Background: an optimization exercise with open tools, aiming at small area, a short achievable clock period and few clock cycles. Do not read the settings as production practice.
At most, simulation tests tie the RTL to the original design; equivalence was not proved.
Power is estimated from default activity; no workload was simulated.

== 03-22 ==
## isp_top
module isp_top (
    input  logic             clk,
    input  logic             rst_n,
    input  logic             in_valid,
    input  logic             in_mode,
    input  isp_pkg::ratio_t  in_ratio_mode,
    input  logic             pix_valid,
    input  isp_pkg::beat_t   pix_data,
    output logic             busy,
    output logic             out_valid,
    output isp_pkg::result_t out_data
);
For scale: about 2300 cells after synthesis.
==> module isp_top, before the edit <==
module isp_top (
    input  logic             clk,
    input  logic             rst_n,
    input  logic             in_valid,
    input  logic             in_mode,
    input  isp_pkg::ratio_t  in_ratio_mode,
    input  logic             pix_valid,
    input  isp_pkg::beat_t   pix_data,
    output logic             busy,
    output logic             out_valid,
    output isp_pkg::result_t out_data
);
    logic [7:0] bcnt;       
    logic       mode_q;
    logic [1:0] ratio_q;
    logic       busy_q;
    logic       rmode;      
    logic [1:0] rratio;
    logic       last0;
    assign last0 = pix_valid && (bcnt == 8'd191);
    always_ff @(posedge clk or negedge rst_n) begin
        if (!rst_n) begin
            busy_q <= 1'b0;
        end else if (in_valid) begin
            busy_q <= 1'b1;
        end else if (last0) begin
            busy_q <= 1'b0;
        end
    end
    always_ff @(posedge clk) begin
        if (in_valid) begin
            bcnt    <= '0;
            mode_q  <= in_mode;
            ratio_q <= in_ratio_mode;
        end else if (pix_valid) begin
            bcnt <= last0 ? 8'd0 : bcnt + 8'd1;
        end
        if (last0) begin
            rmode  <= mode_q;
            rratio <= ratio_q;
        end
    end
    assign busy = busy_q;
    logic red0, green0, blue0, wrow0;
    assign red0   = (bcnt[7:6] == 2'd0);
    assign green0 = (bcnt[7:6] == 2'd1);
    assign blue0  = (bcnt[7:6] == 2'd2);
    assign wrow0  = (bcnt[5:0] >= 6'd26) && (bcnt[5:0] <= 6'd37);
    logic       sat;
    logic [3:0] colmask0;
    logic [7:0] bcnt_n;
    logic [1:0] ratio_n;
    logic       mode_n;
    logic [3:0] thr_n;
    logic [127:0] xbits;
    assign bcnt_n  = in_valid ? 8'd0 : (pix_valid ? (last0 ? 8'd0 : bcnt + 8'd1) : bcnt);
    assign ratio_n = in_valid ? in_ratio_mode : ratio_q;
    assign mode_n  = in_valid ? in_mode : mode_q;
    assign thr_n   = (bcnt_n[7:6] == 2'd1) ? 4'(3 - ratio_n) : 4'(4 - ratio_n);
    always_ff @(posedge clk) begin
        sat <= mode_n && (ratio_n == 2'd3);
        for (int j = 0; j < 4; j++) begin
            colmask0[j] <= (4'(j) >= thr_n);
        end
    end
    always_comb begin
        for (int i = 0; i < 16; i++) begin
            for (int j = 0; j < 7; j++) begin
                xbits[8*i + j] = (j >= 4 || colmask0[j % 4]) && (pix_data[8*i + j] || (sat && pix_data[8*i + 7]));
            end
            xbits[8*i + 7] = !sat && pix_data[8*i + 7];
        end
    end
    logic [10:0] sa, sb;
    isp_exposure_acc i_tree (
        .clk (clk),
        .x   (xbits),
        .sa  (sa),
        .sb  (sb)
    );
    logic        v1, v2, e3;
    logic        first1, first2, last1, last2, g1, g2;
    logic [18:0] acc;     
    logic [10:0] acc_lo;
    logic [7:0]  acc_hi;
    logic [1:0]  acc_k;
    always_ff @(posedge clk or negedge rst_n) begin
        if (!rst_n) begin
            v1    <= 1'b0;
            v2    <= 1'b0;
            e3    <= 1'b0;
        end else begin
            v1    <= pix_valid;
            v2    <= v1;
            e3    <= v2 && last2;
        end
    end
    always_ff @(posedge clk) begin
        last1 <= last0;
        last2 <= last1;
    end
    always_ff @(posedge clk) begin
        first1 <= pix_valid && (bcnt == 8'd0);
        first2 <= first1;
        g1     <= green0;
        g2     <= g1;
        {acc_k, acc_lo} <= 13'(first2 ? 11'd0 : acc_lo)
                         + (!v2 ? 13'd0 : g2 ? 13'(sa) : 13'(sa[10:1]))
                         + (!v2 ? 13'd0 : g2 ? 13'(sb) : 13'(sb[10:1]));
        acc_hi <= first2 ? 8'd0 : acc_hi + 8'(acc_k);
    end
    assign acc = {acc_hi + 8'(acc_k), acc_lo};
    logic [7:0] expo_res;
    always_comb begin
        case (rratio)
            2'd0:    expo_res = {2'b0, acc[18:13]};
            2'd1:    expo_res = {1'b0, acc[18:12]};
            2'd2:    expo_res = acc[18:11];
            default: expo_res = acc[17:10];
        endcase
    end
    logic       wv1, wred1, wend1;
    logic [6:0] wp1 [3];
    always_ff @(posedge clk or negedge rst_n) begin
        if (!rst_n) begin
            wv1    <= 1'b0;
        end else begin
            wv1    <= pix_valid && !mode_q && wrow0;
        end
    end
    always_ff @(posedge clk) begin
        wred1 <= red0;
        wend1 <= blue0 && (bcnt[5:0] == 6'd37);
        for (int j = 0; j < 3; j++) begin
            if (bcnt[0]) begin
                wp1[j] <= green0 ? pix_data[8*j + 1 +: 7] : {1'b0, pix_data[8*j + 2 +: 6]};
            end else begin
                wp1[j] <= green0 ? pix_data[8*(13 + j) + 1 +: 7] : {1'b0, pix_data[8*(13 + j) + 2 +: 6]};
            end
        end
    end
    logic [7:0] ch [3][12];
    logic       pact;         
    logic       chain_en;
    assign chain_en = wv1 || pact;
    always_ff @(posedge clk) begin
        if (chain_en) begin
            for (int j = 0; j < 3; j++) begin
                ch[j][0] <= (wred1 && wv1 ? 8'd0 : ch[j][11]) + (wv1 ? 8'(wp1[j]) : 8'd0);
                for (int k = 1; k < 12; k++) begin
                    ch[j][k] <= ch[j][k-1];
                end
            end
        end
    end
    logic       fdone_p;
    logic [1:0] fres;
    isp_focus_contrast i_contrast (
        .clk   (clk),
        .rst_n (rst_n),
        .start (wv1 && wend1),
        .t0    (ch[0][11]),
        .t1    (ch[1][11]),
        .t2    (ch[2][11]),
        .n0    (ch[0][10]),
        .u0    (ch[0][9]),
        .u1    (ch[1][9]),
        .u2    (ch[2][9]),
        .rot   (pact),
        .done  (fdone_p),
        .res   (fres)
    );
    logic pend, fire, fdone;
    assign fire = (e3 || pend) && (rmode || fdone);
    always_ff @(posedge clk or negedge rst_n) begin
        if (!rst_n) begin
            pend      <= 1'b0;
            fdone     <= 1'b0;
            out_valid <= 1'b0;
            out_data  <= '0;
        end else begin
            pend      <= !fire && (pend || e3);
            fdone     <= !fire && (fdone || fdone_p);
            out_valid <= fire;
            out_data  <= fire ? (rmode ? expo_res : {6'd0, fres}) : 8'd0;
        end
    end
endmodule
clock: 8.0 ns
lec_check: 0
abc_area: 1
cap_margin: 20
core_margin: 2
core_utilization: 60
cts_cluster_diameter: 80
cts_cluster_size: 30
setup_slack_margin: 5
slew_margin: 20
standard.sh (not shown) runs the stock make flow with config.mk's settings and CLKGATE_MAP_FILE= SYNTH_SCRIPT=/design/flow/synth_recipe.tcl, a recipe that flattens the netlist after the stock synthesis.
==> flow/flow/run.sh <==
#!/bin/bash
# The standard layout (standard.sh), with plain buffers (buf_1) on the
# ports instead of the delay buffers buffer_ports picks by default, and
# timing repair aimed at a setup slack of 5 ns.
set -euo pipefail
mkdir -p logs
export BUFFER_PORTS_ARGS="-buffer_cell sky130_fd_sc_hd__buf_1"
bash standard.sh SETUP_SLACK_MARGIN=5 finish > logs/standard.log 2>&1
03-22 went all the way through the flow, and no timing, DRC or antenna check failed.
Testbench counts of 03-22, summed over its fixed seeds: cycles 18,626.
Input-level comparison between 04-18 and 03-22:
--- a/flow/design.v
+++ b/flow/design.v
@@ -947,11 +947,8 @@
     );
     logic        v1, v2, e3;
     logic        first1, first2, last1, last2, g1, g2;
     logic [18:0] acc;     
-    logic [10:0] acc_lo;
-    logic [7:0]  acc_hi;
-    logic [1:0]  acc_k;
     always_ff @(posedge clk or negedge rst_n) begin
         if (!rst_n) begin
             v1    <= 1'b0;
             v2    <= 1'b0;
@@ -970,14 +967,12 @@
         first1 <= pix_valid && (bcnt == 8'd0);
         first2 <= first1;
         g1     <= green0;
         g2     <= g1;
-        {acc_k, acc_lo} <= 13'(first2 ? 11'd0 : acc_lo)
-                         + (!v2 ? 13'd0 : g2 ? 13'(sa) : 13'(sa[10:1]))
-                         + (!v2 ? 13'd0 : g2 ? 13'(sb) : 13'(sb[10:1]));
-        acc_hi <= first2 ? 8'd0 : acc_hi + 8'(acc_k);
+        acc <= (first2 ? 19'd0 : acc)
+             + (!v2 ? 19'd0 : g2 ? 19'(sa) : 19'(sa[10:1]))
+             + (!v2 ? 19'd0 : g2 ? 19'(sb) : 19'(sb[10:1]));
     end
-    assign acc = {acc_hi + 8'(acc_k), acc_lo};
     logic [7:0] expo_res;
     always_comb begin
         case (rratio)
             2'd0:    expo_res = {2'b0, acc[18:13]};
==> comparison <==
- The smallest hold slack of 04-18 and that of 03-22 are within noise of each other.
- pix_data[23] as the start point of the critical path was reported by 04-18, and wv1 by 03-22.
- On sequential cell power, 04-18 and 03-22 are neck and neck.
- Summary — number of logic stages on the critical path including buffering, 04-18 relative to 03-22: lower, by 6.
- When 04-18 is set beside 03-22, its final sequential cell count turns out to be 2 smaller.
- 04-18 leaves more setup margin than 03-22.
- For the number of inverters outside the clock class in the layout, 04-18 came in 14 higher than 03-22 did.
- From 03-22 to 04-18 the numbers moved as follows: clock tree buffer count of the final layout neither gained nor lost much, routability congestion estimate shrank by 0.0080.
- Number of cells produced by synthesis: 04-18 and 03-22 compared, lower one is 03-22
- Any difference in signed area change from the synthesized netlist to the final layout between 04-18 and 03-22 is small enough to ignore.
Function not checked in 04-18: the RTL went through the layout flow alone.

* * *

isp_top, a different RTL version from the one above (not shown whole).
Size in the first run: about 150 I/O pins.
==> module isp_top, before the edit <==
module isp_top (
    input  logic             clk,
    input  logic             rst_n,
    input  logic             in_valid,
    input  logic             in_mode,
    input  isp_pkg::ratio_t  in_ratio_mode,
    input  logic             pix_valid,
    input  isp_pkg::beat_t   pix_data,
    output logic             busy,
    output logic             out_valid,
    output isp_pkg::result_t out_data
);
    logic [7:0] bcnt;       
    logic       mode_q;
    logic [1:0] ratio_q;
    logic       busy_q;
    logic       rmode;      
    logic [1:0] rratio;
    logic       last0;
    assign last0 = pix_valid && (bcnt == 8'd191);
    always_ff @(posedge clk or negedge rst_n) begin
        if (!rst_n) begin
            busy_q <= 1'b0;
        end else if (in_valid) begin
            busy_q <= 1'b1;
        end else if (last0) begin
            busy_q <= 1'b0;
        end
    end
    always_ff @(posedge clk) begin
        if (in_valid) begin
            bcnt    <= '0;
            mode_q  <= in_mode;
            ratio_q <= in_ratio_mode;
        end else if (pix_valid) begin
            bcnt <= last0 ? 8'd0 : bcnt + 8'd1;
        end
        if (last0) begin
            rmode  <= mode_q;
            rratio <= ratio_q;
        end
    end
    assign busy = busy_q;
    logic red0, green0, blue0, wrow0;
    assign red0   = (bcnt[7:6] == 2'd0);
    assign green0 = (bcnt[7:6] == 2'd1);
    assign blue0  = (bcnt[7:6] == 2'd2);
    assign wrow0  = (bcnt[5:0] >= 6'd26) && (bcnt[5:0] <= 6'd37);
    logic       sat;
    logic [3:0] thr;
    logic [7:0] colmask0;
    logic [127:0] xbits;
    assign sat = mode_q && (ratio_q == 2'd3);
    assign thr = green0 ? 4'(3 - ratio_q) : 4'(4 - ratio_q);
    always_comb begin
        for (int j = 0; j < 8; j++) begin
            colmask0[j] = (j >= 4) || (4'(j) >= thr);
        end
        for (int i = 0; i < 16; i++) begin
            for (int j = 0; j < 7; j++) begin
                xbits[8*i + j] = colmask0[j] && (pix_data[8*i + j] || (sat && pix_data[8*i + 7]));
            end
            xbits[8*i + 7] = !sat && pix_data[8*i + 7];
        end
    end
    logic [10:0] sa, sb;
    isp_exposure_acc i_tree (
        .clk (clk),
        .x   (xbits),
        .en  (v1),
        .sh  (!g1),
        .sa  (sa),
        .sb  (sb)
    );
    logic        v1, v2, e3;
    logic        first1, first2, last1, last2, g1;
    logic [18:0] acc;     
    always_ff @(posedge clk or negedge rst_n) begin
        if (!rst_n) begin
            v1    <= 1'b0;
            v2    <= 1'b0;
            last1 <= 1'b0;
            last2 <= 1'b0;
            e3    <= 1'b0;
        end else begin
            v1    <= pix_valid;
            v2    <= v1;
            last1 <= last0;
            last2 <= last1;
            e3    <= v2 && last2;
        end
    end
    always_ff @(posedge clk) begin
        first1 <= pix_valid && (bcnt == 8'd0);
        first2 <= first1;
        g1     <= green0;
        acc <= (first2 ? 19'd0 : acc) + 19'(sa) + 19'(sb);
    end
    logic [7:0] expo_res;
    always_comb begin
        case (rratio)
            2'd0:    expo_res = {2'b0, acc[18:13]};
            2'd1:    expo_res = {1'b0, acc[18:12]};
            2'd2:    expo_res = acc[18:11];
            default: expo_res = acc[17:10];
        endcase
    end
    logic       wv0, wend0;
    logic [6:0] wp0 [3];
    assign wv0   = pix_valid && !mode_q && wrow0;
    assign wend0 = blue0 && (bcnt[5:0] == 6'd37);
    always_comb begin
        for (int j = 0; j < 3; j++) begin
            if (bcnt[0]) begin
                wp0[j] = green0 ? pix_data[8*j + 1 +: 7] : {1'b0, pix_data[8*j + 2 +: 6]};
            end else begin
                wp0[j] = green0 ? pix_data[8*(13 + j) + 1 +: 7] : {1'b0, pix_data[8*(13 + j) + 2 +: 6]};
            end
        end
    end
    logic [7:0] ch [3][12];
    logic       pact;         
    logic       chain_en;
    assign chain_en = wv0 || pact;
    always_ff @(posedge clk) begin
        if (chain_en) begin
            for (int j = 0; j < 3; j++) begin
                ch[j][0] <= (red0 && wv0 ? 8'd0 : ch[j][11]) + (wv0 ? 8'(wp0[j]) : 8'd0);
                for (int k = 1; k < 12; k++) begin
                    ch[j][k] <= ch[j][k-1];
                end
            end
        end
    end
    logic       fdone_p;
    logic [1:0] fres;
    isp_focus_contrast i_contrast (
        .clk   (clk),
        .rst_n (rst_n),
        .start (wv0 && wend0),
        .t0    (ch[0][11]),
        .t1    (ch[1][11]),
        .t2    (ch[2][11]),
        .n0    (ch[0][10]),
        .u0    (ch[0][9]),
        .u1    (ch[1][9]),
        .u2    (ch[2][9]),
        .rot   (pact),
        .done  (fdone_p),
        .res   (fres)
    );
    logic pend, fire, fdone;
    assign fire = (e3 || pend) && (rmode || fdone);
    always_ff @(posedge clk or negedge rst_n) begin
        if (!rst_n) begin
            pend      <= 1'b0;
            fdone     <= 1'b0;
            out_valid <= 1'b0;
            out_data  <= '0;
        end else begin
            pend      <= !fire && (pend || e3);
            fdone     <= !fire && (fdone || fdone_p);
            out_valid <= fire;
            out_data  <= fire ? (rmode ? expo_res : {6'd0, fres}) : 8'd0;
        end
    end
endmodule
Settings: LEC_CHECK=0, ABC_AREA=1, CAP_MARGIN=20, CORE_MARGIN=2, CORE_UTILIZATION=60, CTS_CLUSTER_DIAMETER=80, CTS_CLUSTER_SIZE=30, SETUP_SLACK_MARGIN=5, SLEW_MARGIN=20; clock period 8.0 ns.
run.sh (not shown) runs the stock make flow with config.mk's settings and CLKGATE_MAP_FILE= SYNTH_SCRIPT=/design/flow/synth_recipe.tcl, a recipe that flattens the netlist after the stock synthesis.
Stock flow here: none of the scripts above is used.
The starting point completed with no timing, DRC or antenna violations.
Change:
--- a/flow/design.v
+++ b/flow/design.v
@@ -1001,45 +1001,53 @@
             2'd0:    expo_res = {2'b0, acc[18:13]};
             2'd1:    expo_res = {1'b0, acc[18:12]};
             2'd2:    expo_res = acc[18:11];
             default: expo_res = acc[17:10];
         endcase
     end
-    logic       wv0, wend0;
-    logic [6:0] wp0 [3];
-    assign wv0   = pix_valid && !mode_q && wrow0;
-    assign wend0 = blue0 && (bcnt[5:0] == 6'd37);
-    always_comb begin
+    logic       wv1, wred1, wend1;
+    logic [6:0] wp1 [3];
+    always_ff @(posedge clk or negedge rst_n) begin
+        if (!rst_n) begin
+            wv1    <= 1'b0;
+            wend1  <= 1'b0;
+        end else begin
+            wv1    <= pix_valid && !mode_q && wrow0;
+            wend1  <= pix_valid && !mode_q && blue0 && (bcnt[5:0] == 6'd37);
+        end
+    end
+    always_ff @(posedge clk) begin
+        wred1 <= red0;
         for (int j = 0; j < 3; j++) begin
             if (bcnt[0]) begin
-                wp0[j] = green0 ? pix_data[8*j + 1 +: 7] : {1'b0, pix_data[8*j + 2 +: 6]};
+                wp1[j] <= green0 ? pix_data[8*j + 1 +: 7] : {1'b0, pix_data[8*j + 2 +: 6]};
             end else begin
-                wp0[j] = green0 ? pix_data[8*(13 + j) + 1 +: 7] : {1'b0, pix_data[8*(13 + j) + 2 +: 6]};
+                wp1[j] <= green0 ? pix_data[8*(13 + j) + 1 +: 7] : {1'b0, pix_data[8*(13 + j) + 2 +: 6]};
             end
         end
     end
     logic [7:0] ch [3][12];
     logic       pact;         
     logic       chain_en;
-    assign chain_en = wv0 || pact;
+    assign chain_en = wv1 || pact;
     always_ff @(posedge clk) begin
         if (chain_en) begin
             for (int j = 0; j < 3; j++) begin
-                ch[j][0] <= (red0 && wv0 ? 8'd0 : ch[j][11]) + (wv0 ? 8'(wp0[j]) : 8'd0);
+                ch[j][0] <= (wred1 && wv1 ? 8'd0 : ch[j][11]) + (wv1 ? 8'(wp1[j]) : 8'd0);
                 for (int k = 1; k < 12; k++) begin
                     ch[j][k] <= ch[j][k-1];
                 end
             end
         end
     end
     logic       fdone_p;
     logic [1:0] fres;
     isp_focus_contrast i_contrast (
         .clk   (clk),
         .rst_n (rst_n),
-        .start (wv0 && wend0),
+        .start (wv1 && wend1),
         .t0    (ch[0][11]),
         .t1    (ch[1][11]),
         .t2    (ch[2][11]),
         .n0    (ch[0][10]),
         .u0    (ch[0][9]),
         .u1    (ch[1][9]),
After rerunning:
- worst setup slack improved by 0.11 ns
- wire length barely changes
- cell area shrinks slightly
- hold slack is worse by 0.011 ns
- count of clock-buffer cells in the layout went up by 6
- global-route usage fell by 0.16 points
- final cell count goes up by a few percent
- register-to-register slack gains 0.10 ns
- die area goes up by a few percent
- power goes up by well over a third
- maximum frequency went up by a few percent
- area after synthesis increases by a few percent
- core utilization falls by 3.1 points
Function was not checked in any run of this note: the RTL went through the layout flow alone.

## re-timing with driven ports
How much do the figures lean on ideal ports? The routed layouts below were timed once more, with nothing changed but the port constraints. Step 1 assumes that a clkbuf_16 drives the clock port and a buf_2 every other input. Step 2 times the ports against the registers' clock, not the clock port: input delays grow and output delays shrink by t, the midpoint of the rising clock arrivals with the driver on. a / b / c = ideal ports / drivers / drivers and shift; a / b = the first two.
run | shift t [ns] | setup slack, ns | worst data-port slew with drivers (ns)
03-22 | 0.640 | 5.025 / 5.025 / 4.620 | 0.06
04-18 | 0.653 | 5.112 / 5.142 / 4.490 | 0.06
the first run of note 2 | 0.669 | 4.889 / 4.869 / 4.201 | 0.09
the second run of note 2 | 0.651 | 5.002 / 5.009 / 4.382 | 0.05
After both steps setup and hold are still met in every run listed. For the first run of note 2, which loses most, drivers alone change the setup slack by -0.020 ns; drivers and shift together by -0.688 ns.
